What follows belongs to an exercise in optimizing a design on an open flow for small area; a production flow would make more cautious choices. The RTL was checked by simulation tests, not by an equivalence proof against the original design. Power and IR drop assume default switching activity.

// range_match_tree_param
module range_match_tree_param
#(
    parameter int DATA_WIDTH = 32,
    parameter int DEPTH      = 5,
    parameter int RIDS_WIDTH = 32,
    localparam int NODE_W    = rmt_pkg::node_idx_width(DEPTH),
    localparam int NODES     = rmt_pkg::node_count(DEPTH),
    localparam int LEAVES    = rmt_pkg::leaf_count(DEPTH),
    localparam int WDATA_W   = (DATA_WIDTH > RIDS_WIDTH) ? DATA_WIDTH : RIDS_WIDTH
) (
    input  logic                  clk,
    input  logic                  reset,
    input  logic                  in_valid,
    input  logic [DATA_WIDTH-1:0] in_key,
    input  logic                  cfg_we,
    input  logic                  cfg_sel,
    input  logic [NODE_W-1:0]     cfg_addr,
    input  logic [WDATA_W-1:0]    cfg_wdata,
    output logic                  out_valid,
    output logic [RIDS_WIDTH-1:0] out_rids,
    output logic [DEPTH-1:0]      out_leaf
);
    localparam logic [DATA_WIDTH-1:0] KEY_INV = rmt_pkg::EVEN_MASK[DATA_WIDTH-1:0];
    logic [NODES*DATA_WIDTH-1:0]  bnd;
    logic [LEAVES*RIDS_WIDTH-1:0] rids_n;
    logic [WDATA_W-1:0] wd;
    assign wd = cfg_wdata & {WDATA_W{~reset}};
    for (genvar i = 0; i < NODES; i++) begin : g_bnd
        localparam logic [DATA_WIDTH-1:0] POL = rmt_pkg::bound_pol(rmt_pkg::node_level(i));
        logic we;
  ...
Size in the first run: roughly 77000 um2 of cells after synthesis.
export LEC_CHECK = 0
export CAP_MARGIN = 5
export CORE_MARGIN = 2
export CORE_UTILIZATION = 55
export CTS_BUF_LIST = sky130_fd_sc_hd__clkbuf_8
export CTS_CLUSTER_DIAMETER = 70
export CTS_CLUSTER_SIZE = 18
export SLEW_MARGIN = 5
export SYNTH_HIERARCHICAL = 1
create_clock -name core_clock -period 6.0 [get_ports {clk}]
standard.sh (not shown) runs the stock make flow with config.mk's settings and CLKGATE_MAP_FILE= SYNTH_SCRIPT=/design/flow/synth_recipe.tcl, a recipe that flattens the netlist after the stock synthesis.
==> flow/flow/run.sh <==
#!/bin/bash
# Standard layout with three changes:
#  - after the standard synthesis, every combinational cell is set to the smallest drive
#    strength of its type (flip-flops untouched); repair sizes up what timing needs;
#  - the port buffers are sky130_fd_sc_hd__buf_1 instead of the resizer's default pick;
#  - clock tree synthesis inserts no dummy loads.
# Each tool's output goes to a log file of its own in this folder.
set -euo pipefail
R=orfs/results/${FLOW_PLATFORM}/range_match_tree_param/base
LIB=${FLOW_HOME}/platforms/${FLOW_PLATFORM}/lib/sky130_fd_sc_hd__tt_025C_1v80.lib

bash standard.sh synth > synth.log 2>&1

cp "$R/1_2_yosys.v" "$R/1_2_yosys.standard.v"
python3 flow/downsize.py "$LIB" "$R/1_2_yosys.standard.v" "$R/1_2_yosys.v" > downsize.log 2>&1
rm -f "$R/1_synth.odb"
bash standard.sh synth > synth_odb.log 2>&1

export BUFFER_PORTS_ARGS="-buffer_cell sky130_fd_sc_hd__buf_1"
export CTS_ARGS="-sink_clustering_enable -repair_clock_nets -dont_use_dummy_load -sink_clustering_size 18 -sink_clustering_max_diameter 70 -buf_list sky130_fd_sc_hd__clkbuf_8"
bash standard.sh > layout.log 2>&1
Other scripts of this flow, unchanged in this note and not shown: flow/flow/downsize.py
Edit:
--- a/flow/flow/run.sh
+++ b/flow/flow/run.sh
@@ -19,3 +19,3 @@
 export BUFFER_PORTS_ARGS="-buffer_cell sky130_fd_sc_hd__buf_1"
-export CTS_ARGS="-sink_clustering_enable -repair_clock_nets -dont_use_dummy_load -sink_clustering_size 18 -sink_clustering_max_diameter 70 -buf_list sky130_fd_sc_hd__clkbuf_8"
+export CTS_ARGS="-sink_clustering_enable -repair_clock_nets -dont_use_dummy_load -sink_clustering_size 16 -sink_clustering_max_diameter 45 -buf_list sky130_fd_sc_hd__clkbuf_8"
 bash standard.sh > layout.log 2>&1
Settings changed: CTS_CLUSTER_DIAMETER 70 to 45, CTS_CLUSTER_SIZE 18 to 16.
What happened:
- final cell count rose by 0.80%
- power increases by 3.0%
- synthesized area does not change
- count of clock-buffer cells in the layout increases by 53
Edit:
--- a/flow/flow/run.sh
+++ b/flow/flow/run.sh
@@ -19,3 +19,3 @@
 export BUFFER_PORTS_ARGS="-buffer_cell sky130_fd_sc_hd__buf_1"
-export CTS_ARGS="-sink_clustering_enable -repair_clock_nets -dont_use_dummy_load -sink_clustering_size 16 -sink_clustering_max_diameter 45 -buf_list sky130_fd_sc_hd__clkbuf_8"
+export CTS_ARGS="-sink_clustering_enable -repair_clock_nets -dont_use_dummy_load -sink_clustering_size 18 -sink_clustering_max_diameter 100 -buf_list sky130_fd_sc_hd__clkbuf_8"
 bash standard.sh > layout.log 2>&1
Settings changed: CTS_CLUSTER_DIAMETER 45 to 100, CTS_CLUSTER_SIZE 16 to 18.
The new run completed with no timing, DRC or antenna violations.
Power fell by 3.1%.
Worst hold slack improved by 0.048 ns.
Area after synthesis is unchanged.
Routed wire length falls by 0.55%.
Setup slack gets worse by 0.043 ns.
Clock skew drops by 0.0057 ns.

## afterwards: timing with drivers on the ports
The flow's constraints put no driver on any port. The routed layouts listed below were extracted and timed again, unchanged, in two steps. Step 1 sets driving cells, clkbuf_16 on the clock port and buf_2 on the other inputs (assumed; they add their load-dependent delay and slew). Step 2 also shifts input and output timing later by t, the mid clock arrival at the registers, as if the neighbouring blocks saw the same clock. Slacks: ideal ports / drivers / drivers and shift; pairs: ideal ports / drivers.
run | t, ns | setup slack, ns | worst setup path after step 2 | clock arrival spread, ns
the first run | 0.982 | 0.602 / 0.602 / 0.602 | register to register | 0.085 / 0.085
the second run | 0.993 | 0.631 / 0.631 / 0.631 | register to register | 0.096 / 0.096
the third run | 0.947 | 0.588 / 0.588 / 0.588 | register to register | 0.079 / 0.078
After both steps every run listed still meets setup and hold.
